What follows belongs to an exercise in optimizing a design on an open flow for small area, a short achievable clock period and few clock cycles per item; a production flow would make more cautious choices. Only simulation tests tie the RTL to the original design; equivalence was not proved. No activity file was given, so power comes from the tool's default toggle rates.

$ cat design/flow/run.sh
#!/bin/bash
# synth_recipe.tcl (not shown) runs the flow's synth.tcl, then flattens the netlist and writes it again
# the make line also repeats each setting of config.mk as NAME=value (left out here)
make -C /OpenROAD-flow-scripts/flow DESIGN_CONFIG=/design/flow/config.mk WORK_HOME=/design/flow/orfs CLKGATE_MAP_FILE= SYNTH_SCRIPT=/design/flow/synth_recipe.tcl finish
$ cat design/flow/config.mk
export PLATFORM = sky130hd
export DESIGN_NAME = page_frame_replacement_top
export DESIGN_NICKNAME = page_frame_replacement_top
export VERILOG_FILES = /design/flow/design.v
export SDC_FILE = /design/flow/constraint.sdc
export NUM_CORES = 4
export LEC_CHECK = 0
export CAP_MARGIN = 20
export CORE_MARGIN = 2
export CORE_UTILIZATION = 40
export CTS_BUF_LIST = sky130_fd_sc_hd__clkbuf_4 sky130_fd_sc_hd__clkbuf_8
export SETUP_SLACK_MARGIN = 2.0
export SLEW_MARGIN = 20
$ cat design/flow/constraint.sdc
create_clock -name core_clock -period 5.0 [get_ports {clk}]
set_input_delay 1.0000 -clock core_clock [delete_from_list [all_inputs] [get_ports {clk}]]
set_output_delay 1.0000 -clock core_clock [all_outputs]
set_load 0.01 [all_outputs]
$ cat design/flow/design.v
package pfr_pkg;
  localparam int NUM_FRAMES_DEF  = 16;
  localparam int STAMP_WIDTH_DEF = 32;
  localparam logic [1:0] OP_ALLOC   = 2'd0;
  localparam logic [1:0] OP_TOUCH   = 2'd1;
  localparam logic [1:0] OP_RELEASE = 2'd2;
  localparam logic [2:0] ST_FREE    = 3'd0;
  localparam logic [2:0] ST_EVICT   = 3'd1;
  localparam logic [2:0] ST_TOUCH   = 3'd2;
  localparam logic [2:0] ST_RELEASE = 3'd3;
  localparam logic [2:0] ST_REJECT  = 3'd4;
  typedef struct packed {
    logic [1:0] opcode;
    logic [3:0] frame_index;
    logic       is_write;
  } cmd_t;
  typedef struct packed {
    logic [3:0] result_frame;
    logic [2:0] status;
    logic       victim_dirty;
  } rsp_t;
endpackage
module page_frame_replacement_top #(
  parameter int NUM_FRAMES  = pfr_pkg::NUM_FRAMES_DEF,
  parameter int STAMP_WIDTH = pfr_pkg::STAMP_WIDTH_DEF
) (
  input  logic          clk,
  input  logic          rst,
  input  logic          start,
  output logic          busy,
  input  pfr_pkg::cmd_t cmd,
  output logic          done,
  output pfr_pkg::rsp_t rsp,
  input  logic          cfg_valid,
  output logic          cfg_ready,
  input  logic          cfg_data
);
  localparam int NF = 16;
  localparam logic [1:0] M_PASS0 = 2'd0;   
  localparam logic [1:0] M_PASS1 = 2'd1;   
  localparam logic [1:0] M_PASS2 = 2'd2;   
  localparam logic [1:0] M_PASS3 = 2'd3;   
  logic [NF-1:0] occ_bits;
  logic [NF-1:0] use_bits;
  logic [NF-1:0] dirty_bits;
  logic [3:0]    hand;
  logic          policy;
  logic [3:0]    lst [NF];      
  logic          pv;            
  logic [3:0]    pf;
  logic [NF-1:0] pf_at;         
  logic [NF-1:0] pf_after;      
  logic [3:0]    lru_idx;
  logic          stamp_any;
  logic [3:0]    stamp_idx;
  logic [1:0]    mode;          
  logic          pend;          
  logic          acc;
  logic          req_alloc, is_touch, is_rel;
  logic          clk_ev, any_a, defer, do_alloc;
  logic [NF-1:0] idx_oh;
  logic          idx_occ;
  logic          all_occ;
  logic [NF-1:0] free_oh;
  logic [NF-1:0] lru_oh;
  logic [NF-1:0] clk_oh;
  logic [NF-1:0] vic_oh;
  logic [3:0]    vic_idx, free_idx, clk_idx;
  logic          vic_dirty;
  logic [3:0]    hand_next;
  logic [NF-1:0] hmask;       
  logic [NF-1:0] cand, cand_hi;
  logic [31:0]   dbl, dbl_seen;   
  logic [NF-1:0] clr_use;
  logic [NF-1:0] grant, tch, rel;
  assign pend      = (mode != M_PASS0);
  assign busy      = pend;
  assign cfg_ready = 1'b1;
  always_comb begin
    acc       = start && !pend;
    req_alloc = acc && (cmd.opcode == pfr_pkg::OP_ALLOC);
    is_touch  = acc && (cmd.opcode == pfr_pkg::OP_TOUCH);
    is_rel    = acc && (cmd.opcode == pfr_pkg::OP_RELEASE);
    idx_oh    = NF'(1) << cmd.frame_index;
    idx_occ   = occ_bits[cmd.frame_index];
    all_occ = &occ_bits;
    clk_ev  = all_occ && !policy;
    any_a   = |(~use_bits & ~dirty_bits);
    defer   = req_alloc && clk_ev && !any_a;
    do_alloc = (req_alloc && !defer) || pend;
    for (int i = 0; i < NF; i++) begin
      free_oh[i] = !occ_bits[i];
      for (int k = 0; k < i; k++) begin
        if (!occ_bits[k]) free_oh[i] = 1'b0;
      end
    end
    for (int k = 0; k < NF; k++) pf_at[k] = (lst[k] == pf);
    for (int k = 0; k < NF; k++) begin
      pf_after[k] = 1'b0;
      for (int j = k; j < NF; j++) begin
        if (pf_at[j]) pf_after[k] = 1'b1;
      end
    end
    lru_idx = (pv && pf_at[NF-1]) ? lst[NF-2] : lst[NF-1];
    lru_oh  = NF'(1) << lru_idx;
    for (int i = 0; i < NF; i++) hmask[i] = (4'(i) >= hand);
    unique case (mode)
      M_PASS0: cand = ~use_bits & ~dirty_bits;
      M_PASS1: cand = ~use_bits;
      M_PASS2: cand = ~dirty_bits;
      default: cand = '1;
    endcase
    cand_hi = cand & hmask;
    dbl     = {cand, cand_hi};
    for (int i = 0; i < 32; i++) begin
      dbl_seen[i] = 1'b0;
      for (int k = 0; k <= i; k++) begin
        if (dbl[k]) dbl_seen[i] = 1'b1;
      end
    end
    clk_oh = (cand_hi & ~{dbl_seen[14:0], 1'b0}) | (cand & ~dbl_seen[30:15]);
    hand_next = '0;
    for (int i = 0; i < NF; i++) begin
      if (clk_oh[i]) hand_next = hand_next | 4'(i + 1);
    end
    if (!all_occ)    vic_oh = free_oh;
    else if (policy) vic_oh = lru_oh;
    else             vic_oh = clk_oh;
    free_idx = '0;
    clk_idx  = '0;
    for (int i = 0; i < NF; i++) begin
      if (free_oh[i]) free_idx = free_idx | 4'(i);
      if (clk_oh[i])  clk_idx  = clk_idx | 4'(i);
    end
    if (!all_occ)    vic_idx = free_idx;
    else if (policy) vic_idx = lru_idx;
    else             vic_idx = clk_idx;
    vic_dirty = all_occ && (policy ? dirty_bits[lru_idx] : mode[0]);
    unique case (mode)
      M_PASS0: clr_use = '0;
      M_PASS1: clr_use = (hmask & ~dbl_seen[15:0]) | ~dbl_seen[31:16];
      default: clr_use = '1;
    endcase
    grant = do_alloc ? vic_oh : '0;
    tch   = is_touch ? (idx_oh & occ_bits) : '0;
    rel   = is_rel ? (idx_oh & occ_bits) : '0;
    stamp_any = do_alloc || (is_touch && idx_occ);
    stamp_idx = do_alloc ? vic_idx : cmd.frame_index;
  end
  always_ff @(posedge clk) begin
    if (rst) begin
      occ_bits <= '0;
      hand     <= '0;
      policy   <= 1'b0;
      done     <= 1'b0;
      mode     <= M_PASS0;
    end else begin
      done <= (acc && !defer) || pend;
      if (defer) begin
        if (|(~use_bits))        mode <= M_PASS1;
        else if (|(~dirty_bits)) mode <= M_PASS2;
        else                     mode <= M_PASS3;
      end else begin
        mode <= M_PASS0;
      end
      if (cfg_valid) policy <= cfg_data;
      occ_bits <= grant | (occ_bits & ~rel);
      if (do_alloc && clk_ev) hand <= hand_next;
    end
  end
  always_ff @(posedge clk) begin
    use_bits   <= grant | tch | (use_bits & ~clr_use);
    dirty_bits <= (cmd.is_write ? tch : '0) | (dirty_bits & ~grant);
  end
  always_ff @(posedge clk) begin
    rsp.result_frame <= do_alloc ? vic_idx : cmd.frame_index;
    rsp.victim_dirty <= do_alloc && vic_dirty;
    if (do_alloc)                 rsp.status <= all_occ ? pfr_pkg::ST_EVICT : pfr_pkg::ST_FREE;
    else if (is_touch && idx_occ) rsp.status <= pfr_pkg::ST_TOUCH;
    else if (is_rel && idx_occ)   rsp.status <= pfr_pkg::ST_RELEASE;
    else                          rsp.status <= pfr_pkg::ST_REJECT;
  end
  always_ff @(posedge clk) begin
    if (rst) begin
      pv <= 1'b0;
      for (int k = 0; k < NF; k++) lst[k] <= 4'(k);
    end else begin
      pv <= stamp_any;
      if (pv) begin
        lst[0] <= pf;
        for (int k = 1; k < NF; k++) begin
          if (pf_after[k]) lst[k] <= lst[k-1];
        end
      end
    end
  end
  always_ff @(posedge clk) begin
    pf <= stamp_idx;
  end
endmodule
==> impl_results.md, run 1 <==
- VDD IR-drop max: 185 µV
- Switch share: 0.259
- Cells after Synth: 971
- CTS Buffer Depth: 2
- Post-synth top area share: 0.332
- Area contributors post-synth: dfxtp_1, mux2i_1, nor2_1, xor2_1, nand2_1
- Die width: around 140 µm
- Post-synthesis compound-gate area fraction: 0.240
- Setup TNS: 0 ps
- Congestion Overflow GR: 0
- Crit-path max FO: 7
- Root Buffer: clkbuf_8
- Total core area: 19,300 µm²
- Skew-Pair Late Insertion Delay: between 400 and 500 ps
- PwrDens: around 240 nW/µm²
- Residual DRC: 0
- Area leader, netlist: dfxtp_1
- Outcome: no timing/DRC/antenna violations
- Vias in the first global route: between 7,000 and 8,000
- Die H: approximately 140 µm
- Clock share of power: 0.435
- Slew Viols, Final: 0
- Worst-path clk slew: around 80 ps
- Area delta synth->final: 21.8%
- Number of buffers created by CTS: 17
- Combinational Power Share: 0.092
- Ys Warns: 2
- Max_cap viols: 0
- Initial Utilization: 0.404
- Synth Area in Simple Gates: 0.248
- Number of I/O pins: 23
- Total Die Area: ~21,000 µm²
- GPL Wtd Cong: slightly below 1
- Post-Synth Adder-Cell Area: 0
- Element type at the critical path start: flip-flop
- Via-per-instance ratio: 6.25
- Worst Skew: around 19 ps
- Critical Path RT: between 5000 and 6000 ps
- GRT Overall Usage: 0.268
- Layout fillers: between 1,500 and 2,000
- Total power: around 2.3 mW
- Count of state elements after synthesis: around 130
- Top FF cell, synth: dfxtp_1
- Critical path type: flip-flop to flip-flop
- Post-synth EDFFs: 0
- Mapped Area: 7790 µm²
- Lkg Pwr: 3.59 nW
- First-pass GRT wire length: roughly 43,000 µm
- RSZ-0062 raised after global routing: true
- Rows: ~50
- CP endpoint kind: flip-flop
- CP Data Arrival Time: between 3000 and 4000 ps
- CTS HTree Levels: 4
- Worst-margin pin slew: 897 ps
- Final period util: 0.622
- Sequential fraction of the synthesis area: 0.332
- Detailed Route Iter0 Violations: around 1,000
- Async S/R FF share, synth: 0
- Tmin final: 3110 ps
- Synth Area in XOR/XNOR: 0.0675
- Net switching power of the design: between 0.5 and 0.6 mW
- Mean post-synth cell area: 8.02 µm²
- Clk sinks: 129
- Main combinational cell family by area after synthesis: simple AND/OR/NAND/NOR gates
- Average routed wire per standard cell: ~22 µm
- Largest net degree at the start of global routing: between 40 and 50
- TritonCTS clock tree: built
- Worst slack, placed: between 1000 and 1500 ps
- Post-cts hold buffer count: 0
- Worst Setup SP: mode[0]$_SDFF_PP0_
- R2r startpoint: mode[0]$_SDFF_PP0_
- Net Count, Synth: slightly below 1,000
- ANT cells: 0
- Port buffer count: 21
- Fraction of power consumed by sequential logic: 0.473
- DP Wirelength: between 15,000 and 20,000 µm
- Routed WL: ~28,000 µm
- Hold Path Class: flip-flop to flip-flop
- Setup violators final: 0
- Setup ws final: approximately 1900 ps
- Pint: ~1.7 mW
- Layout cells sized above 1: 0.198
- HP Start: lst[5][3]$_SDFFE_PP0P_
- Fin nets: just over 1,000
- Mux share of post-synthesis cell area: 0.0721
- Initial antenna violation count: 0
- First-pass iteration count of the detailed router: 6
- Library cells used by synthesis: 83
- Slew headroom: 0.397
- Max Fclk: between 300 and 400 MHz
- Final Hold Viols: 0
- Vias: 8,027
- Routed Antenna Nets: 0
==> critical path, stage by stage, from the launching register on <==
cell and delay (ps):
dfxtp_4 380, buf_8 130, nand2b_4 130, a222oi_1 340
buf_4 200, a211oi_4 40, or4_4 550, or3_4 390
o22ai_4 190, and2_4 200, o211ai_1 190, a32o_1 270
==> per-layer routing <==
layer,up-vias,track usage,part of all wire
li1,3655,-,-
met1,3816,0.393,0.44
met2,480,0.385,0.43
met3,76,0.0533,0.093
met4,0,0.101,0.034
met5,-,0,0
==> kinds of logic after synthesis <==
group                  count (synthesis)
other                                  1
AO/OA/AOI/OAI                        266
AND/OR/NAND/NOR                      382
multiplexers                          52
XOR/XNOR                              60
buffers and inverters                 81
flip-flops                           129
==> sequential cells by signal (all words and copies together) (netlist names) <==
register	cells
lst	64
dirty_bits	16
occ_bits	16
use_bits	16
rsp	5
hand	4
pf	3
mode	2
done	1
policy	1
pv	1
==> cell type report <==
type	instances	area, µm²	area share
timing repair buffer	70	617	0.0650
inverter	29	115	0.0121
clock inverter	13	189	0.0199
clock buffer	18	241	0.0255
tap	265	332	0.0350
multi-input combinational	761	5380	0.567
sequential	129	2610	0.276
==> layout by cell type (no fill, tap or decap), types with 17 or more instances in the layout <==
master and instances:
o21ai_0 35, nand2_1 73, nand4_1 17, xnor2_1 21
clkdlybuf4s50_1 20, nand3_1 24, dfxtp_1 112, buf_4 45
nand2b_1 33, xor2_1 39, inv_1 27, clkbuf_8 17
a21oi_1 43, mux2i_1 44, o22ai_1 18, a211o_1 22
nor2_1 109
==> synth_stat cells, types with 6 or more instances <==
library cell  instances
o211ai_1             12
xor2_1               39
dfxtp_1             129
inv_1                28
or3_1                 8
nand2b_1             39
a32o_1               11
buf_2                 9
nand3b_1              7
clkbuf_1             37
a21o_1                8
o21ai_0              45
nor2b_1              12
o21ai_1               7
mux2i_1              46
and3_1                9
o32ai_1               7
nor3_1               19
a211o_1              22
xnor2_1              21
nand2_1              74
nor2_1              115
o22ai_1              20
o21a_1                6
and2_1                8
a21oi_1              46
nand4_1              17
nor4_1               16
a22oi_1               6
a31oi_1              16
nand3_1              28
or2_2                 8
==> power groups by stage <==
| stage | Clock, mW | Combinational [mW] | Sequential [mW] |
|---|---|---|---|
| 2_1_floorplan | 0 | 0.140 | 1.08 |
| 3_3_place_gp | 0 | 0.189 | 1.09 |
| 3_5_place_dp | 0 | 0.188 | 1.09 |
| 4_1_cts | 0.999 | 0.199 | 1.07 |
| 5_1_grt | 1.04 | 0.224 | 1.07 |
| 6_report | 0.983 | 0.207 | 1.07 |
==> path summary, 6_finish.rpt <==
path	to	slack, ps	depth (start not counted)
worst max register to register	dirty_bits[4]$_DFF_P_	1890	11
worst max-delay path	dirty_bits[4]$_DFF_P_	1890	11
worst min-delay path	lst[5][3]$_SDFFE_PP0P_	490	2
worst min register to register	lst[5][3]$_SDFFE_PP0P_	490	2
==> per-stage QoR <==
step | utilization | std cells | hold WS, ps | cell area, µm²
2_1_floorplan | - | 971 | 460 | 7800
3_3_place_gp | 0.428 | 1220 | 476 | 8240
3_5_place_dp | 0.428 | 1220 | 484 | 8240
4_1_cts | 0.474 | 1274 | 495 | 9140
5_1_grt | 0.492 | 1285 | 526 | 9490
6_report | 0.492 | 1285 | 494 | 9490
==> repair_timing <==
action / 4_1_cts / 5_1_grt
pin swaps: 16 / 24
setup buffers: 22 / 11
gates resized for setup: 66 / 66
endpoints found under the setup margin: 77 / 71
cloned: 1 / 0
Testbench counts, summed over its fixed seeds: cycles 6,620, requests 6,400.
==> run 2: changes to the inputs <==
--- a/design/flow/config.mk
+++ b/design/flow/config.mk
@@ -9,5 +9,5 @@
 export CORE_MARGIN = 2
 export CORE_UTILIZATION = 40
 export CTS_BUF_LIST = sky130_fd_sc_hd__clkbuf_4 sky130_fd_sc_hd__clkbuf_8
-export SETUP_SLACK_MARGIN = 2.0
+export SETUP_SLACK_MARGIN = 1.7
 export SLEW_MARGIN = 20
==> run 2 against run 1 <==
Net effect:
- sequential share of layout area increased by 1.2 points
- clock-buffer cell count is 1 lower
- maximum frequency down 4.7%
- power decreased by 1.2%
- worst hold slack worse by 12 ps
- sequential cell count unchanged
- sequential power hardly changed
- register-to-register slack got worse by 150 ps
- critical path depth fell by 1
- synthesized cell count unchanged
- largest power group unchanged
==> impl_results.md, run 2 <==
- Max reg flops: between 60 and 70
- Layout fillers: between 1,500 and 2,000
- PwrDens: 247 nW/µm²
- Post-synth EDFFs: 0
- Net Count, Synth: 983
- Tmin final: 3260 ps
- Most frequent cell after synthesis: dfxtp_1
- First-pass GRT wire length: approximately 42,000 µm
- Placed cell area: roughly 8200 µm²
- Slew Viols, Final: 0
- Fin nets: ~1,000
- VDD IR-drop max: ~130 µV
- Area leader, netlist: dfxtp_1
- Total Die Area: 20,600 µm²
- Mean post-synth cell area: between 8 and 9 µm²
- CTS Buffer Depth: 2
- Cells after Synth: approximately 1,000
- Layout cells sized above 1: 0.133
- Initial antenna violation count: 0
- Routed Antenna Nets: 0
- RSZ-0062 raised after global routing: true
- Most flops, register: lst
- Vias in the first global route: just over 7,000
- Total core area: ~19,000 µm²
- Area contributors post-synth: dfxtp_1, mux2i_1, nor2_1, xor2_1, nand2_1
- TritonCTS clock tree: built
- GRT Overall Usage: 0.266
- Most frequent cells in the layout: dfxtp_1, nor2_1, nand2_1
- Initial Utilization: 0.404
- Clk sinks: 129
- Worst-path clk slew: about 80 ps
- Slew headroom: 0.266
- Area delta synth->final: 15.9%
- Rows: 51
- Port buffer count: 21
- Setup TNS: 0 ps
- Library cells used by synthesis: 83
- Largest net degree at the start of global routing: 55
- CTS HTree Levels: 4
- Top FF cell, synth: dfxtp_1
- Die width: around 140 µm
- Total power: approximately 2.2 mW
- Critical Path RT: 5340 ps
- Ys Warns: 2
- CP Data Arrival Time: about 3600 ps
- Skew-Pair Late Insertion Delay: 450 ps
- Final period util: 0.653
- Lkg Pwr: ~3.4 nW
- Max_cap viols: 0
- Count of state elements after synthesis: roughly 130
- Routed WL: about 27,000 µm
- Worst Skew: slightly below 20 ps
- ANT cells: 0
- Vias: about 7,900
- Post-synth top cells: dfxtp_1, nor2_1, nand2_1
- Mapped Area: a little under 8000 µm²
- Post-synth top area share: 0.332
- Commonest non-fill, non-tap cell in the layout: dfxtp_1
- Worst-margin pin slew: around 1100 ps
- Final Hold Viols: 0
- Detailed Route Iter0 Violations: 1,060
- Outcome: no timing/DRC/antenna violations
- CP endpoint kind: flip-flop
- Number of buffers created by CTS: 17
- Design area: around 9000 µm²
- Average routed wire per standard cell: 21.5 µm
- Crit-path max FO: 15
- Async S/R FF share, synth: 0
- Congestion Overflow GR: 0
- Element type at the critical path start: flip-flop
- DP Wirelength: ~20,000 µm
- Via-per-instance ratio: roughly 6.2
- Die H: roughly 140 µm
- First-pass iteration count of the detailed router: 7
- Hold Path Class: flip-flop to flip-flop
- Root Buffer: clkbuf_8
- Number of I/O pins: 23
- Setup violators final: 0
- GPL Wtd Cong: 1.01
- Max Fclk: ~300 MHz
- Sequential fraction of the synthesis area: 0.332
- Residual DRC: 0
- Critical path type: flip-flop to flip-flop
## run 2: cell counts after synthesis
Identical to the previous run, type by type.
## run 2: final timing paths
kind	to	startpoint	cells past startpoint	slack, ps
hold / removal	lst[5][3]$_SDFFE_PP0P_	lst[5][3]$_SDFFE_PP0P_	2	480
setup / recovery	dirty_bits[7]$_DFF_P_	mode[0]$_SDFF_PP0_	10	1740
hold reg to reg	lst[5][3]$_SDFFE_PP0P_	lst[5][3]$_SDFFE_PP0P_	2	480
setup reg to reg	dirty_bits[7]$_DFF_P_	mode[0]$_SDFF_PP0_	10	1740
## run 2: area by class of cell
type	instances	area (µm²)	share of cell area
Multi-Input combinational cell	761	5120	0.567
Timing Repair Buffer	53	449	0.0497
Tap cell	265	332	0.0367
Sequential cell	129	2600	0.288
Clock inverter	14	180	0.0200
Clock buffer	17	234	0.0259
Inverter	29	113	0.0125
## run 2: layer usage
metal  GRT usage  share of wire
met5           0              0
met4      0.0949          0.037
met3      0.0723          0.097
met2       0.377           0.42
met1       0.384           0.45
## run 2: where the power goes
| part | total [mW] | internal, mW | switching (mW) |
|---|---|---|---|
| clock | 0.963 | 0.500 | 0.463 |
| combinational | 0.200 | 0.0820 | 0.118 |
| sequential | 1.07 | 1.04 | 0.0255 |
| total | 2.23 | 1.63 | 0.607 |
## run 2: stage by stage
step	hold slack (ps)	setup WS, ps	cells	util
2_1_floorplan	460	1990	971	-
3_3_place_gp	468	1230	1217	0.426
3_5_place_dp	473	1180	1217	0.426
4_1_cts	484	1700	1258	0.455
5_1_grt	503	1620	1268	0.469
6_report	482	1740	1268	0.469
## run 2: timing repair
action | CTS | global route
hold buffers | 0 | 0
resized for setup | 20 | 42
setup buffers | 10 | 10
endpoints found under the setup margin | 61 | 66
hold endpoints to repair | 0 | 0
pin swaps | 6 | 9
## run 2: logic make-up (layout without fill, tap and decap cells)
kind of cell / count (synthesis) / after routing / share of synthesized area
muxes: 52 / 52 / 0.0721
DFF: 129 / 129 / 0.332
buffers and inverters: 81 / 113 / 0.0410
AOI/OAI and AO/OA: 266 / 266 / 0.240
other: 1 / 1 / 0.000481
and+or+nand+nor: 382 / 382 / 0.248
xor gates and xnor gates: 60 / 60 / 0.0675
## run 2: worst max-delay path, stage by stage (launching register included)
cell,delay [ps]
dfxtp_4,380
buf_6,160
nand2b_4,160
a222oi_1,450
a211oi_2,120
or4_4,590
or4_4,460
a21boi_4,220
a21oi_1,100
a211o_1,320
a32o_1,210
==> run 3: changes to the inputs <==
--- a/design/flow/config.mk
+++ b/design/flow/config.mk
@@ -9,5 +9,5 @@
 export CORE_MARGIN = 2
 export CORE_UTILIZATION = 40
 export CTS_BUF_LIST = sky130_fd_sc_hd__clkbuf_4 sky130_fd_sc_hd__clkbuf_8
-export SETUP_SLACK_MARGIN = 1.7
+export SETUP_SLACK_MARGIN = 2.3
 export SLEW_MARGIN = 20
==> run 3 against run 2 <==
Net effect:
- combinational power grew 36%
- die area unchanged
- clock power rose by 6%
- non-clock buffer count is 73 higher
- core utilization rose by 7.9 points
- maximum frequency up 9.2%
- largest cell class unchanged
- highest routed layer unchanged
==> impl_results.md, run 3 <==
- Most flops, register: lst
- Post-synth EDFFs: 0
- Worst-path clk slew: approximately 80 ps
- Skew-Pair Late Insertion Delay: around 460 ps
- Library cells used by synthesis: between 80 and 90
- Setup violators final: 0
- R2r startpoint: mode[0]$_SDFF_PP0_
- Hold Crit Depth: 2
- Mapped Area: between 7000 and 8000 µm²
- Area leader, netlist: dfxtp_1
- Initial Utilization: 0.404
- Critical path type: flip-flop to flip-flop
- Vias in the first global route: between 7,000 and 8,000
- Worst-margin pin slew: roughly 850 ps
- ANT cells: 0
- Element type at the critical path start: flip-flop
- GPL Wtd Cong: slightly below 1
- VDD IR-drop max: approximately 250 µV
- Post-Layout Cell Count: approximately 1,300
- HP Start: lst[5][1]$_SDFFE_PP0P_
- Tmin final: approximately 3000 ps
- GRT Overall Usage: 0.294
- Ys Warns: 2
- Crit-path max FO: 16
- Layout fillers: 1,793
- Total Die Area: around 21,000 µm²
- Cells after Synth: a little under 1,000
- Mean post-synth cell area: around 8 µm²
- Reg2reg end: pf[0]$_DFF_P_
- Max_cap viols: 0
- FF+latch area: roughly 2700 µm²
- DP Wirelength: 21,100 µm
- Rows: ~50
- Layout cells sized above 1: 0.314
- Lkg Pwr: 4.00 nW
- Most frequent cell after synthesis: dfxtp_1
- Outcome: no timing/DRC/antenna violations
- Max Fclk: between 300 and 400 MHz
- Via-per-instance ratio: between 6 and 7
- Vias: ~8,300
- CP endpoint kind: flip-flop
- Congestion Overflow GR: 0
- Initial antenna violation count: 0
- CP Data Arrival Time: 3330 ps
- Top FF cell, synth: dfxtp_1
- CTS HTree Levels: 4
- Root Buffer: clkbuf_8
- Post-synth top area share: 0.332
- Total core area: approximately 19,000 µm²
- Area contributors post-synth: dfxtp_1, mux2i_1, nor2_1, xor2_1, nand2_1
- Net Count, Synth: 983
- Clk sinks: roughly 130
- Die H: 144 µm
- TritonCTS clock tree: built
- Routed Antenna Nets: 0
- Commonest non-fill, non-tap cell in the layout: nor2_1
- Fin nets: ~1,100
- R2r setup slk: around 2000 ps
- Hold endpoint: lst[5][1]$_SDFFE_PP0P_
- Setup TNS: 0 ps
- Hold Path Class: flip-flop to flip-flop
- Slew headroom: 0.425
- Residual DRC: 0
- Routed WL: roughly 31,000 µm
- Critical Path RT: 5340 ps
- Number of buffers created by CTS: 17
- Sequential fraction of the synthesis area: 0.332
- PwrDens: approximately 220 nW/µm²
- Most frequent cells in the layout: nor2_1, dfxtp_1, buf_4
- Number of I/O pins: 23
- Worst Skew: roughly 14 ps
- RSZ-0062 raised after global routing: true
- Average routed wire per standard cell: ~23 µm
- First-pass GRT wire length: 46,000 µm
- Die width: about 140 µm
- Slew Viols, Final: 0
- Cells after DPL: about 1,200
- Port buffer count: 21
- Post-synth top cells: dfxtp_1, nor2_1, nand2_1
- Area delta synth->final: 35.4%
- Max reg flops: 64
- Largest net degree at the start of global routing: 58
- CTS Buffer Depth: 2
- Final Hold Viols: 0
- Count of state elements after synthesis: 129
- Multi-input gate area: 5900 µm²
- First-pass iteration count of the detailed router: 5
- Final period util: 0.598
- R2R depth: 12
- Async S/R FF share, synth: 0
- Detailed Route Iter0 Violations: roughly 740
==> run 3: changes by cell type in the layout (fill, tap and decap cells not counted), moves of 9 or more <==
cell      change
dfxtp_1      -22
dfxtp_2      +11
nand2b_1     -11
buf_6         +9
nand2b_4     +10
o21ai_2      +10
buf_4        +59
nor2_1       -13
dfxtp_4      +11
==> run 3: layer usage <==
metal | global-route usage | wire (µm) | vias up
met5 | 0 | 0 | -
met4 | 0.181 | 2200 | 0
met3 | 0.0586 | 2200 | 150
met2 | 0.486 | 14400 | 463
met1 | 0.350 | 12000 | 3963
li1 | - | - | 3772
==> run 3: how the worst max path moves through the flow <==
stage | start | endpoint | cells past startpoint
after detailed placement | mode[0]$_SDFF_PP0_ | dirty_bits[15]$_DFF_P_ | 10
after global routing | use_bits[1]$_DFF_P_ | pf[0]$_DFF_P_ | 10
after floorplan | mode[0]$_SDFF_PP0_ | dirty_bits[7]$_DFF_P_ | 11
after CTS | mode[0]$_SDFF_PP0_ | dirty_bits[7]$_DFF_P_ | 11
final | mode[0]$_SDFF_PP0_ | pf[0]$_DFF_P_ | 12
after global placement | hand[3]$_SDFFE_PP0P_ | dirty_bits[4]$_DFF_P_ | 9
==> run 3: final cells by class <==
class | count | share of cell area
multi-input cells | 762 | 0.559
flip-flops and latches | 129 | 0.252
repair buffers | 126 | 0.104
well taps | 265 | 0.0314
clock buffers | 22 | 0.0287
clock inverters | 10 | 0.0139
inverters | 29 | 0.0109
==> run 3: cells by family after synthesis <==
group,share of synthesized area
AO/OA/AOI/OAI,0.240
buffers and inverters,0.0410
XOR/XNOR,0.0675
other,0.000481
AND/OR/NAND/NOR,0.248
flip-flops,0.332
multiplexers,0.0721
==> run 3: metrics by stage <==
step                      worst slack (ps)  power (mW)  hold slack (ps)  cell area, µm²   util
after detailed placement              1370        1.29              480            8280  0.430
final                                 2010        2.35              494           10500  0.547
after CTS                             2000        2.33              499            9820  0.510
after floorplan                       2120        1.23              460            7910      -
after global routing                  1940        2.43              506           10500  0.547
after global placement                1310        1.29              468            8280  0.430
==> run 3: power by group <==
part           internal, mW  switching (mW)  total (mW)
clock                 0.565           0.456        1.02
combinational         0.125           0.147       0.272
sequential             1.04          0.0203        1.06
total                  1.73           0.623        2.35
==> run 3: repair_timing <==
item                                    4_1_cts  5_1_grt
setup buffers                                56       38
endpoints found under the setup margin      114       90
resized for setup                           165       95
pin swaps                                    50       46
hold buffers                                  0        0
cloned                                        1        0
==> run 3: worst max-delay path, stage by stage (launching register included) <==
cell      delay, ps
dfxtp_4         400
buf_6           120
buf_6           190
nand2b_4        170
nand3_2         130
o211a_4         210
a21oi_4         250
or4_4           200
a21boi_4         60
buf_4           140
or4_4           550
o311ai_2        320
a21oi_1         100
==> run 4: changes to the inputs <==
--- a/design/flow/config.mk
+++ b/design/flow/config.mk
@@ -9,5 +9,7 @@
 export CORE_MARGIN = 2
 export CORE_UTILIZATION = 40
 export CTS_BUF_LIST = sky130_fd_sc_hd__clkbuf_4 sky130_fd_sc_hd__clkbuf_8
-export SETUP_SLACK_MARGIN = 2.3
+export CTS_CLUSTER_DIAMETER = 100
+export CTS_CLUSTER_SIZE = 30
+export SETUP_SLACK_MARGIN = 2.0
 export SLEW_MARGIN = 20
==> run 4 against run 3 <==
Net effect:
- clock skew increased by 5.5 ps
- sequential power about the same
- combinational power decreased by 24%
- first-iteration DRC count increased by 40%
- sequential cell count stayed put
- critical endpoint is now dirty_bits[4]$_DFF_P_
- highest routed layer unchanged
==> impl_results.md, run 4 <==
- Critical path type: flip-flop to flip-flop
- Mapped Area: between 7000 and 8000 µm²
- First-pass GRT wire length: around 43,000 µm
- Vias in the first global route: between 7,000 and 8,000
- Top FF cell, synth: dfxtp_1
- Worst Skew: 19.1 ps
- Fin nets: ~1,000
- Detailed Route Iter0 Violations: between 1,000 and 1,500
- Count of state elements after synthesis: between 100 and 150
- Design area: ~9500 µm²
- VDD IR-drop max: about 190 µV
- ANT cells: 0
- Post-cts hold buffer count: 0
- Final Hold Viols: 0
- TritonCTS clock tree: built
- Layout fillers: 1,844
- Die H: around 140 µm
- Average routed wire per standard cell: between 20 and 25 µm
- Lkg Pwr: around 3.6 nW
- Skew-Pair Late Insertion Delay: approximately 450 ps
- Ys Warns: 2
- Root Buffer: clkbuf_8
- Layout cells sized above 1: 0.198
- Max_cap viols: 0
- Worst path cell trace: buf_8, nand2b_4, a222oi_1, buf_4, a211oi_4, or4_4, or3_4, o22ai_4, and2_4, o211ai_1, a32o_1
- Largest net degree at the start of global routing: 49
- Post-synth EDFFs: 0
- Hold Path Class: flip-flop to flip-flop
- Max reg flops: 64
- Routed Antenna Nets: 0
- DP Wirelength: roughly 20,000 µm
- Max incr delay on CP: about 550 ps
- GPL Wtd Cong: slightly below 1
- Residual DRC: 0
- Area contributors post-synth: dfxtp_1, mux2i_1, nor2_1, xor2_1, nand2_1
- Worst Setup SP: mode[0]$_SDFF_PP0_
- Tmin final: around 3100 ps
- Rows: 51
- CTS Buffer Depth: 2
- First-pass iteration count of the detailed router: 6
- Setup TNS: 0 ps
- Worst-path clk slew: around 80 ps
- CTS HTree Levels: 4
- CP endpoint kind: flip-flop
- Crit-path max FO: 7
- Routed WL: about 28,000 µm
- Congestion Overflow GR: 0
- Initial Utilization: 0.404
- PwrDens: between 200 and 250 nW/µm²
- Number of I/O pins: 23
- Critical Path RT: 5350 ps
- Via-per-instance ratio: about 6.2
- Post-synth top area share: 0.332
- Initial antenna violation count: 0
- Sequential fraction of the synthesis area: 0.332
- HP Start: lst[5][3]$_SDFFE_PP0P_
- Slew Viols, Final: 0
- CP Data Arrival Time: roughly 3500 ps
- Area delta synth->final: 21.8%
- Worst-margin pin slew: roughly 900 ps
- Commonest non-fill, non-tap cell in the layout: dfxtp_1
- Library cells used by synthesis: between 80 and 90
- Final period util: 0.622
- Mean post-synth cell area: around 8.0 µm²
- Most flops, register: lst
- Net Count, Synth: approximately 980
- Most frequent cell after synthesis: dfxtp_1
- Die width: around 140 µm
- Placed cell area: between 8000 and 9000 µm²
- Max Fclk: approximately 320 MHz
- Vias: 8,027
- Slew headroom: 0.397
- Number of buffers created by CTS: 17
- Area leader, netlist: dfxtp_1
- Element type at the critical path start: flip-flop
- Port buffer count: 21
- RSZ-0062 raised after global routing: true
- Cells after Synth: 971
- Outcome: no timing/DRC/antenna violations
- Total core area: around 19,000 µm²
- Total Die Area: 20,600 µm²
- Multi-input gate area: around 5400 µm²
- Buf+Inv Stages, Crit Path: 2
- Clk sinks: between 100 and 150
- GRT Overall Usage: 0.268
- Async S/R FF share, synth: 0
- Most frequent cells in the layout: dfxtp_1, nor2_1, nand2_1
- R2r startpoint: mode[0]$_SDFF_PP0_
- FF+latch area: 2610 µm²
- Setup violators final: 0
- Crit path max-delay family: simple AND/OR/NAND/NOR gates
- Post-synth top cells: dfxtp_1, nor2_1, nand2_1
- Crit-path slowest cell: or4_4
## run 4: cell types whose count changed in the layout (fill, tap and decap cells not counted), moves of 8 or more
cell | previous run | this run
buf_4 | 90 | 45
dfxtp_1 | 98 | 112
nor2_1 | 99 | 109
buf_6 | 10 | 1
dfxtp_4 | 13 | 4
nand2b_1 | 25 | 33
## run 4: routing by layer
| metal | GRT usage | vias to the layer above | routed length [µm] |
|---|---|---|---|
| met3 | 0.0533 | 76 | 2580 |
| met5 | 0 | - | 0 |
| met2 | 0.385 | 480 | 11900 |
| met1 | 0.393 | 3816 | 12300 |
| li1 | - | 3655 | - |
| met4 | 0.101 | 0 | 940 |
## run 4: worst register-to-register path: stages, from the launching register on
cell and delay (ps):
dfxtp_4 380, buf_8 130, nand2b_4 130, a222oi_1 340
buf_4 200, a211oi_4 40, or4_4 550, or3_4 390
o22ai_4 190, and2_4 200, o211ai_1 190, a32o_1 270
## run 4: power by group
group	switching, mW	internal [mW]	total (mW)
sequential	0.0262	1.04	1.07
clock	0.436	0.547	0.983
combinational	0.124	0.0830	0.207
## run 4: through the flow
step                      power (mW)  instances  setup slack, ps  hold WS [ps]   util
after floorplan                 1.22        971             2010           460      -
after global placement          1.28       1220              997           476  0.428
after detailed placement        1.28       1220             1090           484  0.428
after CTS                       2.27       1274             1930           495  0.474
after global routing            2.34       1285             1830           526  0.492
final                           2.26       1285             1890           494  0.492
## run 4: worst paths after layout
path,endpoint,slack [ps],depth (start not counted)
min,lst[5][3]$_SDFFE_PP0P_,490,2
max,dirty_bits[4]$_DFF_P_,1890,11
min reg2reg,lst[5][3]$_SDFFE_PP0P_,490,2
max reg2reg,dirty_bits[4]$_DFF_P_,1890,11
## run 4: repair_timing
item	in CTS	in global routing
gates resized for setup	66	66
pin swaps	16	24
endpoints found under the setup margin	77	71
setup buffers	22	11
gates cloned	1	0
## run 4: cells by family (layout without fill, tap and decap cells)
logic type      count (synthesis)  in the layout  share of synthesized area
simple gates                  382            382                      0.248
compound gates                266            266                      0.240
flops                         129            129                      0.332
buf+inv                        81            130                     0.0410
xor+xnor                       60             60                     0.0675
mux                            52             52                     0.0721
other cells                     1              1                   0.000481
## run 4: final cells by class
type / instances / share of cell area
Tap cell: 265 / 0.0350
Sequential cell: 129 / 0.276
Timing Repair Buffer: 70 / 0.0650
Clock inverter: 13 / 0.0199
Inverter: 29 / 0.0121
Multi-Input combinational cell: 761 / 0.567
Clock buffer: 18 / 0.0255
==> run 5: changes to the inputs <==
--- a/design/flow/config.mk
+++ b/design/flow/config.mk
@@ -9,7 +9,6 @@
 export CORE_MARGIN = 2
 export CORE_UTILIZATION = 40
 export CTS_BUF_LIST = sky130_fd_sc_hd__clkbuf_4 sky130_fd_sc_hd__clkbuf_8
-export CTS_CLUSTER_DIAMETER = 100
-export CTS_CLUSTER_SIZE = 30
 export SETUP_SLACK_MARGIN = 2.0
 export SLEW_MARGIN = 20
+export TNS_END_PERCENT = 10
==> run 5 against run 4 <==
Net effect:
- still clean
- global-route usage shrank 0.11 points
- setup slack lost 3.9 ps
- synthesized cell count is the same
- worst hold slack gained 2.0 ps
- power shrank 0.43%
- sequential share of layout area grew 0.85 points
- clock power shrank 0.6%
- critical endpoint is now dirty_bits[13]$_DFF_P_
==> impl_results.md, run 5 <==
- Reg2reg end: dirty_bits[13]$_DFF_P_
- CTS Buffer Depth: 2
- Most flops, register: lst
- Rows: 51
- GRT Overall Usage: 0.267
- RSZ-0062 raised after global routing: true
- Placed cell area: 8240 µm²
- VDD IR-drop max: between 150 and 200 µV
- Crit-path max FO: 5
- GPL Wtd Cong: approximately 1
- Fin nets: 1,009
- Met3 Wirelength: 2630 µm
- Ys Warns: 2
- Via-per-instance ratio: between 6 and 7
- Mean post-synth cell area: between 8 and 9 µm²
- Detailed Route Iter0 Violations: about 900
- Switch share: 0.256
- Worst Skew: about 21 ps
- R2r setup slk: 1890 ps
- Die width: 144 µm
- Initial Utilization: 0.404
- Combinational Power Share: 0.090
- Final period util: 0.623
- First-pass GRT wire length: approximately 42,000 µm
- Vias: 7,956
- Port buffer count: 21
- CTS HTree Levels: 4
- Slew Viols, Final: 0
- Fin util: 0.477
- Total Die Area: 20,600 µm²
- Max_cap viols: 0
- Net switching power of the design: between 0.5 and 0.6 mW
- CP endpoint kind: flip-flop
- Number of I/O pins: 23
- Layout cells sized above 1: 0.153
- R2R depth: 11
- Lkg Pwr: 3.50 nW
- Root Buffer: clkbuf_8
- Initial antenna violation count: 0
- Post-synth EDFFs: 0
- Largest net degree at the start of global routing: 49
- Congestion Overflow GR: 0
- Most frequent cells in the layout: dfxtp_1, nor2_1, nand2_1
- Design area: approximately 9200 µm²
- Hold Path Class: flip-flop to flip-flop
- Critical Path RT: about 5400 ps
- Element type at the critical path start: flip-flop
- Vias in the first global route: about 7,400
- R2r startpoint: mode[0]$_SDFF_PP0_
- Outcome: no timing/DRC/antenna violations
- Post-synth top cells: dfxtp_1, nor2_1, nand2_1
- Clock share of power: 0.434
- Routed WL: between 20,000 and 30,000 µm
- Async S/R FF share, synth: 0
- Worst Setup SP: mode[0]$_SDFF_PP0_
- Fraction of power consumed by sequential logic: 0.475
- Fin Hold WS: around 500 ps
- Die H: about 140 µm
- Library cells used by synthesis: 83
- Number of buffers created by CTS: 17
- Worst-path clk slew: 90 ps
- Worst-margin pin slew: between 800 and 900 ps
- Area contributors post-synth: dfxtp_1, mux2i_1, nor2_1, xor2_1, nand2_1
- DP Wirelength: between 15,000 and 20,000 µm
- Cells after Synth: 971
- Routed Antenna Nets: 0
- Most frequent cell after synthesis: dfxtp_1
- Total core area: approximately 19,000 µm²
- Top FF cell, synth: dfxtp_1
- First-pass iteration count of the detailed router: 5
- Post-synth top area share: 0.332
- Commonest non-fill, non-tap cell in the layout: dfxtp_1
- Final Hold Viols: 0
- Sequential fraction of the synthesis area: 0.332
- HP Start: lst[5][3]$_SDFFE_PP0P_
- Met2 WL post-DR: roughly 11,000 µm
- DR top layer: met4
- Setup TNS: 0 ps
- Wl on met1: around 12,000 µm
- Tmin final: between 3000 and 4000 ps
- ANT cells: 0
- Max Fclk: roughly 320 MHz
- Slew headroom: 0.398
- Hold Crit Depth: 2
- Mapped Area: 7790 µm²
- Pint: 1.67 mW
- Critical path type: flip-flop to flip-flop
- Max reg flops: 64
- Net Count, Synth: 983
- Residual DRC: 0
- TritonCTS clock tree: built
- CP Data Arrival Time: 3470 ps
- Area leader, netlist: dfxtp_1
- Skew-Pair Late Insertion Delay: around 450 ps
- Hold endpoint: lst[5][3]$_SDFFE_PP0P_
- Area delta synth->final: 17.9%
- Count of state elements after synthesis: ~130
- PwrDens: roughly 240 nW/µm²
- Average routed wire per standard cell: around 21 µm
- Clk sinks: 129
- Setup violators final: 0
-- run 5: cell counts after synthesis --
Identical to the previous run, type by type.
-- run 5: timing repair --
item,in CTS,in global routing
setup endpoints to repair,77,75
gates resized for setup,55,25
cloned,1,0
pin swaps,12,7
hold buffers,0,0
buffers inserted,19,3
-- run 5: critical path, cell delays in order (launching register included) --
cell	delay (ps)
dfxtp_4	380
bufbuf_16	270
nand2b_1	170
a32o_1	300
or3_1	340
or3b_1	410
nor3_1	170
o211ai_1	160
buf_4	220
nor4_2	180
o31ai_2	180
a32o_1	250
-- run 5: final cells by class --
| cell class | count | area [µm²] |
|---|---|---|
| flip-flops and latches | 129 | 2610 |
| clock inverters | 13 | 189 |
| fillers | 1890 | 10100 |
| clock buffers | 18 | 241 |
| inverters | 29 | 115 |
| multi-input cells | 761 | 5160 |
| well taps | 265 | 332 |
| repair buffers | 59 | 536 |
-- run 5: worst max-delay path by stage --
stage                                   to  slack [ps]  cells after the start
detailed placement           pf[2]$_DFF_P_        1090                      9
global route        dirty_bits[14]$_DFF_P_        1800                     11
floorplan            dirty_bits[7]$_DFF_P_        2010                     11
finish              dirty_bits[13]$_DFF_P_        1890                     11
CTS                          pf[1]$_DFF_P_        1920                      9
global placement             pf[2]$_DFF_P_        1000                      9
-- run 5: logic make-up after synthesis --
group                  Yosys count  share of synthesized area
XOR/XNOR                        60                     0.0675
multiplexers                    52                     0.0721
buffers and inverters           81                     0.0410
other                            1                   0.000481
AND/OR/NAND/NOR                382                      0.248
AO/OA/AOI/OAI                  266                      0.240
flip-flops                     129                      0.332
-- run 5: stage by stage --
stage / power (mW) / cells / worst slack (ps)
after floorplan: 1.22 / 971 / 2010
after global placement: 1.28 / 1220 / 997
after detailed placement: 1.28 / 1220 / 1090
after CTS: 2.26 / 1271 / 1920
after global routing: 2.33 / 1274 / 1800
final: 2.25 / 1274 / 1890
-- run 5: power by group through the flow --
| stage | clock (mW) | sequential (mW) | combinational (mW) |
|---|---|---|---|
| after detailed placement | 0 | 1.09 | 0.188 |
| after floorplan | 0 | 1.08 | 0.140 |
| after CTS | 0.999 | 1.07 | 0.195 |
| after global routing | 1.04 | 1.07 | 0.221 |
| after global placement | 0 | 1.09 | 0.189 |
| final | 0.977 | 1.07 | 0.203 |
-- run 5: layer usage --
metal,global-route usage,vias to the layer above
met1,0.393,3765
li1,-,3624
met3,0.0550,81
met5,0,-
met4,0.0975,0
met2,0.382,486
==> run 6: changes to the inputs <==
--- a/design/flow/config.mk
+++ b/design/flow/config.mk
@@ -9,6 +9,7 @@
 export CORE_MARGIN = 2
 export CORE_UTILIZATION = 40
 export CTS_BUF_LIST = sky130_fd_sc_hd__clkbuf_4 sky130_fd_sc_hd__clkbuf_8
+export PLACE_DENSITY = 0.8
 export SETUP_SLACK_MARGIN = 2.0
 export SLEW_MARGIN = 20
 export TNS_END_PERCENT = 10
==> run 6 against run 5 <==
Net effect:
- still clean on timing, DRC and antenna
- synthesized area unchanged
- die area unchanged
- register-to-register slack about the same
- clock power down 3.8%
- sequential share of layout area up 0.29 points
- routed wire length up 2.0%
- cell count down 0.47%
- critical path type unchanged
- largest cell class unchanged
==> impl_results.md, run 6 <==
- CTS Buffer Depth: 2
- Worst Setup SP: dirty_bits[9]$_DFF_P_
- Vias: about 8,100
- Setup TNS: 0 ps
- Most frequent cell after synthesis: dfxtp_1
- DP Wirelength: approximately 20,000 µm
- Initial antenna violation count: 0
- VDD IR-drop max: approximately 170 µV
- Reg2reg end: dirty_bits[10]$_DFF_P_
- CTS HTree Levels: 4
- CP Data Arrival Time: between 3000 and 4000 ps
- Lkg Pwr: approximately 3.4 nW
- Final Hold Viols: 0
- Die width: between 100 and 150 µm
- Worst-path clk slew: ~80 ps
- Tmin final: 3130 ps
- Total Die Area: 20,600 µm²
- Layout cells sized above 1: 0.150
- ANT cells: 0
- Max Fclk: between 300 and 400 MHz
- Root Buffer: clkbuf_8
- Commonest non-fill, non-tap cell in the layout: dfxtp_1
- R2R depth: 10
- Via-per-instance ratio: approximately 6.4
- Slew headroom: 0.475
- RSZ-0062 raised after global routing: true
- Most flops, register: lst
- Outcome: no timing/DRC/antenna violations
- Net Count, Synth: a little under 1,000
- Element type at the critical path start: flip-flop
- Port buffer count: 21
- Max reg flops: 64
- Worst Skew: 15.2 ps
- Skew-Pair Late Insertion Delay: roughly 450 ps
- R2r startpoint: dirty_bits[9]$_DFF_P_
- Worst-margin pin slew: a little under 800 ps
- Setup violators final: 0
- Post-synth EDFFs: 0
- Die H: 144 µm
- Total power: 2.22 mW
- First-pass iteration count of the detailed router: 7
- Critical Path RT: ~5300 ps
- Sequential fraction of the synthesis area: 0.332
- Detailed Route Iter0 Violations: 1,097
- Largest net degree at the start of global routing: 70
- Async S/R FF share, synth: 0
- First-pass GRT wire length: between 40,000 and 50,000 µm
- Congestion Overflow GR: 0
- Ys Warns: 2
- Critical path type: flip-flop to flip-flop
- Final period util: 0.625
- Average routed wire per standard cell: about 22 µm
- R2r setup slk: about 1900 ps
- GPL Wtd Cong: between 1 and 1.5
- Rows: a little over 50
- Top FF cell, synth: dfxtp_1
- Cells after Synth: around 970
- Hold Path Class: flip-flop to flip-flop
- Most frequent cells in the layout: dfxtp_1, nor2_1, nand2_1
- Post-synth top cells: dfxtp_1, nor2_1, nand2_1
- Residual DRC: 0
- Layout fillers: 1,844
- Count of state elements after synthesis: around 130
- Mapped Area: approximately 7800 µm²
- Clk sinks: between 100 and 150
- Area leader, netlist: dfxtp_1
- PwrDens: roughly 240 nW/µm²
- Number of I/O pins: 23
- Mean post-synth cell area: between 8 and 9 µm²
- Vias in the first global route: between 7,000 and 8,000
- Total core area: 19,300 µm²
- TritonCTS clock tree: built
- Fin nets: ~1,000
- Slew Viols, Final: 0
- Library cells used by synthesis: between 80 and 90
- GRT Overall Usage: 0.262
- CP endpoint: dirty_bits[10]$_DFF_P_
- Initial Utilization: 0.404
- CP endpoint kind: flip-flop
- Max_cap viols: 0
- Crit-path max FO: 6
- Area delta synth->final: 17.0%
- Routed Antenna Nets: 0
- Routed WL: ~28,000 µm
- Post-synth top area share: 0.332
- Area contributors post-synth: dfxtp_1, mux2i_1, nor2_1, xor2_1, nand2_1
- Number of buffers created by CTS: 17
## run 6: timing repair
action                                  4_1_cts  5_1_grt
pin swaps                                     9       10
hold buffers                                  0        0
setup buffers                                15        5
gates resized for setup                      51       33
endpoints found under the setup margin       75       85
## run 6: metrics by stage
step           instances  setup WS [ps]  utilization  instance area [µm²]  hold WS (ps)
6_report            1268           1870        0.473                 9120           492
5_1_grt             1268           1830        0.473                 9120           522
4_1_cts             1263           1930        0.464                 8950           499
3_5_place_dp        1216           1050        0.426                 8210           480
3_3_place_gp        1216           1040        0.426                 8210           473
2_1_floorplan        971           2010            -                 7800           460
## run 6: power breakdown
| part | internal, mW | switching, mW |
|---|---|---|
| logic | 0.0855 | 0.135 |
| registers | 1.04 | 0.0169 |
| clock network | 0.479 | 0.460 |
## run 6: worst min path at each step
stage	start	depth (start not counted)	to
2_1_floorplan	lst[0][1]$_SDFFE_PP0P_	2	lst[0][1]$_SDFFE_PP0P_
3_3_place_gp	lst[0][1]$_SDFFE_PP0P_	2	lst[1][1]$_SDFFE_PP0P_
3_5_place_dp	lst[5][3]$_SDFFE_PP0P_	2	lst[5][3]$_SDFFE_PP0P_
4_1_cts	lst[5][3]$_SDFFE_PP0P_	2	lst[5][3]$_SDFFE_PP0P_
5_1_grt	lst[5][3]$_SDFFE_PP0P_	2	lst[5][3]$_SDFFE_PP0P_
6_report	lst[5][3]$_SDFFE_PP0P_	2	lst[5][3]$_SDFFE_PP0P_
## run 6: area by class of cell
type / instances / area [µm²] / area share
repair buffers: 52 / 459 / 0.0504
multi-input cells: 761 / 5190 / 0.569
well taps: 265 / 332 / 0.0364
flip-flops and latches: 129 / 2620 / 0.287
clock buffers: 19 / 262 / 0.0287
clock inverters: 13 / 151 / 0.0166
inverters: 29 / 109 / 0.0119
## run 6: cell families (layout without fill, tap and decap cells)
family                    count (synthesis)  after routing  synth area share
other                                     1              1          0.000481
xor gates and xnor gates                 60             60            0.0675
AOI/OAI and AO/OA                       266            266             0.240
buffers and inverters                    81            113            0.0410
DFF                                     129            129             0.332
and+or+nand+nor                         382            382             0.248
muxes                                    52             52            0.0721
## run 6: per-layer routing
layer | routed length (µm) | global-route usage
met2 | 12100 | 0.412
met3 | 2900 | 0.0580
met1 | 10900 | 0.335
met4 | 1810 | 0.143
met5 | 0 | 0
## run 6: critical path, stage by stage (launching register included)
cell	delay, ps
dfxtp_1	520
a22oi_1	130
o221a_1	300
nor2b_1	170
or4_4	580
buf_4	170
or4_1	500
o31a_1	180
nor2_2	140
o21ai_2	110
a32o_1	220
==> run 7: changes to the inputs <==
--- a/design/flow/config.mk
+++ b/design/flow/config.mk
@@ -12,4 +12,3 @@
 export PLACE_DENSITY = 0.8
 export SETUP_SLACK_MARGIN = 2.0
 export SLEW_MARGIN = 20
-export TNS_END_PERCENT = 10
==> run 7 against run 6 <==
Net effect:
- die area is the same
- first-iteration DRC count up 9.2%
- largest cell class unchanged
- power up 0.28%
==> impl_results.md, run 7 <==
- Outcome: no timing/DRC/antenna violations
- Setup TNS: 0 ps
- Hold Path Class: flip-flop to flip-flop
- Post-cts hold buffer count: 0
- Vias in the first global route: between 7,000 and 8,000
- CP endpoint kind: flip-flop
- Port buffer count: 21
- CTS HTree Levels: 4
- Routed WL: 28,200 µm
- Congestion Overflow GR: 0
- Sequential fraction of the synthesis area: 0.332
- Rows: between 50 and 60
- Post-synth EDFFs: 0
- GPL Wtd Cong: between 1 and 1.5
- Die width: 144 µm
- Number of I/O pins: 23
- Layout cells sized above 1: 0.190
- Tmin final: 3090 ps
- Commonest non-fill, non-tap cell in the layout: dfxtp_1
- Fin nets: about 1,000
- FF+latch area: ~2600 µm²
- Slew Viols, Final: 0
- Net Count, Synth: a little under 1,000
- Total Die Area: 20,600 µm²
- Slew headroom: 0.434
- Post-Layout Cell Count: ~1,300
- Mean post-synth cell area: 8.02 µm²
- Final period util: 0.618
- Clk sinks: roughly 130
- Via-per-instance ratio: between 6 and 7
- Cells after DPL: around 1,200
- Post-synth top area share: 0.332
- Worst-margin pin slew: roughly 830 ps
- Fin Hold WS: ~500 ps
- Total core area: between 15,000 and 20,000 µm²
- First-pass GRT wire length: 42,000 µm
- Most flops, register: lst
- Count of state elements after synthesis: about 130
- TritonCTS clock tree: built
- Max Fclk: roughly 320 MHz
- DP Wirelength: a little under 20,000 µm
- VDD IR-drop max: roughly 160 µV
- Total power: around 2.2 mW
- Worst-path clk slew: 80 ps
- Worst slack, placed: around 1100 ps
- Max reg flops: 64
- Critical Path RT: 5360 ps
- Final Hold Viols: 0
- Ys Warns: 2
- Lkg Pwr: between 3 and 4 nW
- Async S/R FF share, synth: 0
- Wl on met1: ~11,000 µm
- Routed Antenna Nets: 0
- Met3 Wirelength: about 3000 µm
- PwrDens: between 200 and 250 nW/µm²
- Top FF cell, synth: dfxtp_1
- Worst Skew: roughly 17 ps
- Initial Utilization: 0.404
- GRT Overall Usage: 0.265
- First-pass iteration count of the detailed router: 9
- Met2 WL post-DR: approximately 12,000 µm
- Cells after Synth: 971
- Largest net degree at the start of global routing: 70
- Area delta synth->final: 20.3%
- Average routed wire per standard cell: around 22 µm
- HP Start: lst[5][3]$_SDFFE_PP0P_
- ANT cells: 0
- Die H: 144 µm
- Initial antenna violation count: 0
- Setup violators final: 0
- Layout fillers: approximately 1,800
- Setup ws final: roughly 1900 ps
- Residual DRC: 0
- Element type at the critical path start: flip-flop
- Critical path type: flip-flop to flip-flop
- Crit-path max FO: 17
- Most frequent cells in the layout: dfxtp_1, nor2_1, nand2_1
- Vias: between 8,000 and 9,000
- Skew-Pair Late Insertion Delay: between 400 and 500 ps
- RSZ-0062 raised after global routing: true
- Most frequent cell after synthesis: dfxtp_1
- Max_cap viols: 0
- Library cells used by synthesis: a little over 80
- R2r startpoint: pf[1]$_DFF_P_
- R2r setup slk: 1910 ps
- Detailed Route Iter0 Violations: around 1,200
- CP Data Arrival Time: roughly 3500 ps
- Mapped Area: between 7000 and 8000 µm²
- Number of buffers created by CTS: 17
- CTS Buffer Depth: 2
- Area contributors post-synth: dfxtp_1, mux2i_1, nor2_1, xor2_1, nand2_1
- Root Buffer: clkbuf_8
- Post-synth top cells: dfxtp_1, nor2_1, nand2_1
- DR top layer: met4
- Worst Setup SP: pf[1]$_DFF_P_
- Area leader, netlist: dfxtp_1
- Multi-input gate area: 5360 µm²
==> run 7: worst paths after layout <==
| kind | depth (start not counted) | to |
|---|---|---|
| setup / recovery | 10 | rsp[0]$_DFF_P_ |
| hold / removal | 2 | lst[5][3]$_SDFFE_PP0P_ |
| setup reg to reg | 10 | rsp[0]$_DFF_P_ |
| hold reg to reg | 2 | lst[5][3]$_SDFFE_PP0P_ |
==> run 7: per-stage QoR <==
| step | cell area [µm²] | utilization |
|---|---|---|
| 6_report | 9370 | 0.486 |
| 5_1_grt | 9370 | 0.486 |
| 4_1_cts | 9120 | 0.473 |
| 3_5_place_dp | 8210 | 0.426 |
| 3_3_place_gp | 8210 | 0.426 |
| 2_1_floorplan | 7800 | - |
==> run 7: cells by family after synthesis <==
group,after synthesis,synth area share
xor gates and xnor gates,60,0.0675
other,1,0.000481
AOI/OAI and AO/OA,266,0.240
buffers and inverters,81,0.0410
muxes,52,0.0721
and+or+nand+nor,382,0.248
DFF,129,0.332
==> run 7: where the power goes <==
group / total [mW] / switching (mW) / internal (mW) / leakage [nW]
sequential: 1.06 / 0.0174 / 1.04 / 1.05
clock: 0.941 / 0.462 / 0.480 / 0.207
combinational: 0.223 / 0.137 / 0.0863 / 2.27
==> run 7: metal layers <==
layer / vias up / track usage
met4: 0 / 0.138
met1: 3839 / 0.339
met3: 159 / 0.0553
li1: 3628 / -
met2: 584 / 0.421
met5: - / 0
==> run 7: timing repair <==
item / CTS / global route
setup endpoints to repair: 75 / 85
setup buffers: 24 / 7
gates cloned: 0 / 1
resized for setup: 75 / 56
pin swaps: 21 / 23
==> run 7: critical path: stages (launching register included) <==
cell	delay [ps]
dfxtp_1	330
buf_12	160
xor2_2	170
nor4_4	470
nand2_4	150
buf_4	170
mux2i_1	630
o22ai_1	200
o311ai_0	360
o211ai_1	170
a21oi_1	180
==> run 7: layout make-up <==
| cell class | count | share of cell area |
|---|---|---|
| inverters | 29 | 0.0116 |
| clock inverters | 13 | 0.0162 |
| repair buffers | 63 | 0.0586 |
| flip-flops and latches | 129 | 0.279 |
| well taps | 265 | 0.0354 |
| multi-input cells | 762 | 0.572 |
| clock buffers | 19 | 0.0279 |
==> run 8: changes to the inputs <==
--- a/design/flow/config.mk
+++ b/design/flow/config.mk
@@ -8,7 +8,5 @@
 export CAP_MARGIN = 20
 export CORE_MARGIN = 2
 export CORE_UTILIZATION = 40
-export CTS_BUF_LIST = sky130_fd_sc_hd__clkbuf_4 sky130_fd_sc_hd__clkbuf_8
-export PLACE_DENSITY = 0.8
 export SETUP_SLACK_MARGIN = 2.0
 export SLEW_MARGIN = 20
==> run 8 against run 7 <==
Net effect:
- clock-buffer cell count decreased by 1
- clock skew decreased by 5.4 ps
- synthesized cell count unchanged
- sequential share of layout area decreased by 0.83 points
- critical path type unchanged
==> impl_results.md, run 8 <==
- VDD IR-drop max: about 220 µV
- Sequential fraction of the synthesis area: 0.332
- Fin util: 0.500
- Routed Antenna Nets: 0
- ANT cells: 0
- Worst-margin pin slew: 896 ps
- TritonCTS clock tree: built
- Count of state elements after synthesis: approximately 130
- Ys Warns: 2
- GRT Overall Usage: 0.269
- Mapped Area: slightly below 8000 µm²
- Area contributors post-synth: dfxtp_1, mux2i_1, nor2_1, xor2_1, nand2_1
- CTS Buffer Depth: 2
- Post-synth top area share: 0.332
- Area delta synth->final: 23.8%
- Final period util: 0.620
- Top FF cell, synth: dfxtp_1
- Number of buffers created by CTS: 17
- Clk sinks: around 130
- Cells after Synth: 971
- RSZ-0062 raised after global routing: true
- PwrDens: approximately 270 nW/µm²
- Outcome: no timing/DRC/antenna violations
- Slew Viols, Final: 0
- Skew-Pair Late Insertion Delay: 430 ps
- Largest net degree at the start of global routing: between 40 and 50
- Setup TNS: 0 ps
- Setup violators final: 0
- Async S/R FF share, synth: 0
- Worst-path clk slew: ~60 ps
- Vias: a little under 8,000
- Number of I/O pins: 23
- Congestion Overflow GR: 0
- Max Fclk: approximately 320 MHz
- Via-per-instance ratio: slightly above 6
- Detailed Route Iter0 Violations: 1,048
- Library cells used by synthesis: slightly above 80
- CP Data Arrival Time: 3420 ps
- Max reg flops: 64
- CTS HTree Levels: 4
- Layout fillers: approximately 1,800
- CP endpoint kind: flip-flop
- First-pass GRT wire length: approximately 43,000 µm
- Mean post-synth cell area: roughly 8.0 µm²
- Post-synth EDFFs: 0
- Area leader, netlist: dfxtp_1
- Die H: about 140 µm
- Most flops, register: lst
- DP Wirelength: ~20,000 µm
- Most frequent cell after synthesis: dfxtp_1
- Total Die Area: ~21,000 µm²
- Initial Utilization: 0.404
- Final Hold Viols: 0
- Worst Skew: around 12 ps
- Commonest non-fill, non-tap cell in the layout: dfxtp_1
- Layout cells sized above 1: 0.193
- Post-synth top cells: dfxtp_1, nor2_1, nand2_1
- First-pass iteration count of the detailed router: 5
- Vias in the first global route: around 7,400
- Root Buffer: clkbuf_16
- GPL Wtd Cong: a little under 1
- Most frequent cells in the layout: dfxtp_1, nor2_1, nand2_1
- Total core area: ~19,000 µm²
- Rows: approximately 50
- Critical path type: flip-flop to flip-flop
- Lkg Pwr: ~3.6 nW
- Element type at the critical path start: flip-flop
- Average routed wire per standard cell: 21.7 µm
- Net Count, Synth: about 980
- Fin nets: slightly above 1,000
- Tmin final: 3100 ps
- Die width: about 140 µm
- Critical Path RT: ~5300 ps
- Routed WL: between 20,000 and 30,000 µm
- Slew headroom: 0.403
- Post-cts hold buffer count: 0
- Initial antenna violation count: 0
- Hold Path Class: flip-flop to flip-flop
- Port buffer count: 21
- Residual DRC: 0
- Max_cap viols: 0
- Crit-path max FO: 7
run 8: changes by cell type in the layout (fill, tap and decap cells not counted), moves of 3 or more:
cell	previous run	this run
buf_4	35	40
xor2_1	36	39
buf_6	5	0
clkbuf_8	19	0
xor2_2	3	0
o21ai_1	11	7
clkbuf_16	0	17
run 8: repair_timing:
item	CTS	global route
setup buffers	21	6
cloned	1	0
pin swaps	16	19
endpoints found under the setup margin	77	66
resized for setup	64	64
run 8: final cells by class:
type | instances | area [µm²] | area share
repair buffers | 64 | 573 | 0.0594
well taps | 265 | 332 | 0.0344
multi-input cells | 761 | 5400 | 0.560
clock buffers | 18 | 429 | 0.0445
inverters | 29 | 115 | 0.0119
flip-flops and latches | 129 | 2610 | 0.270
clock inverters | 13 | 189 | 0.0196
run 8: cell families after synthesis:
logic type      after synthesis  synth area share
simple gates                382             0.248
compound gates              266             0.240
flops                       129             0.332
buf+inv                      81            0.0410
xor+xnor                     60            0.0675
mux                          52            0.0721
other cells                   1          0.000481
run 8: critical path, stage by stage (launching register included):
cell and delay, ps:
dfxtp_4 370, buf_8 130, nand2b_4 130, a222oi_1 340, buf_4 200, a211oi_4 40, or4_4 540, or3_4 390
o22ai_4 190, and2_4 210, o211ai_1 190, a32o_1 260
run 8: path summary, 6_finish.rpt:
| check | start | end | slack [ps] | cells past startpoint |
|---|---|---|---|---|
| max | mode[0]$_SDFF_PP0_ | dirty_bits[4]$_DFF_P_ | 1900 | 11 |
| min | lst[5][3]$_SDFFE_PP0P_ | lst[5][3]$_SDFFE_PP0P_ | 490 | 2 |
| max reg2reg | mode[0]$_SDFF_PP0_ | dirty_bits[4]$_DFF_P_ | 1900 | 11 |
| min reg2reg | lst[5][3]$_SDFFE_PP0P_ | lst[5][3]$_SDFFE_PP0P_ | 490 | 2 |
run 8: layer usage:
metal | routed length [µm] | GRT usage
met5 | 0 | 0
met4 | 959 | 0.105
met3 | 2680 | 0.0583
met2 | 11800 | 0.387
met1 | 12300 | 0.390
run 8: power by group:
group / leakage [nW] / internal [mW] / switching [mW] / total (mW)
clock: 0.296 / 0.832 / 0.475 / 1.31
combinational: 2.30 / 0.0832 / 0.125 / 0.209
sequential: 1.05 / 1.05 / 0.0260 / 1.07
total: 3.65 / 1.96 / 0.626 / 2.59
run 8: metrics by stage:
stage          hold slack, ps  area [µm²]  std cells  power [mW]  setup WS, ps
5_1_grt                   523        9640       1279        2.67          1840
6_report                  489        9640       1279        2.59          1900
2_1_floorplan             460        7800        971        1.22          2010
3_5_place_dp              484        8240       1220        1.28          1090
4_1_cts                   492        9300       1273        2.59          1940
3_3_place_gp              476        8240       1220        1.28           997

## separate check: timing with driven ports
Ports are ideal in the flow. The routed layouts listed here were re-timed in OpenROAD. Step 1 assumes that a clkbuf_16 drives the clock port and a buf_2 every other input. Step 2 moves the port delays by t, midway between the first and last clock arrival at a register: inputs arrive t later, outputs are due t later. That takes back most of the time a late clock gives input paths. Slacks: ideal / step 1 / step 2; pairs: ideal / step 1.
run	t, ns	setup slack, ns	cell pins on the clock port's net
run 1	0.486	1.890 / 1.890 / 1.631	1
run 2	0.484	1.735 / 1.735 / 1.443	1
run 3	0.493	2.010 / 2.010 / 1.734	1
run 4	0.486	1.890 / 1.890 / 1.631	1
run 5	0.486	1.886 / 1.886 / 1.590	1
run 6	0.481	1.874 / 1.874 / 1.578	1
run 7	0.475	1.908 / 1.908 / 1.616	1
run 8	0.468	1.902 / 1.902 / 1.630	1
After both steps every run listed still meets setup and hold.
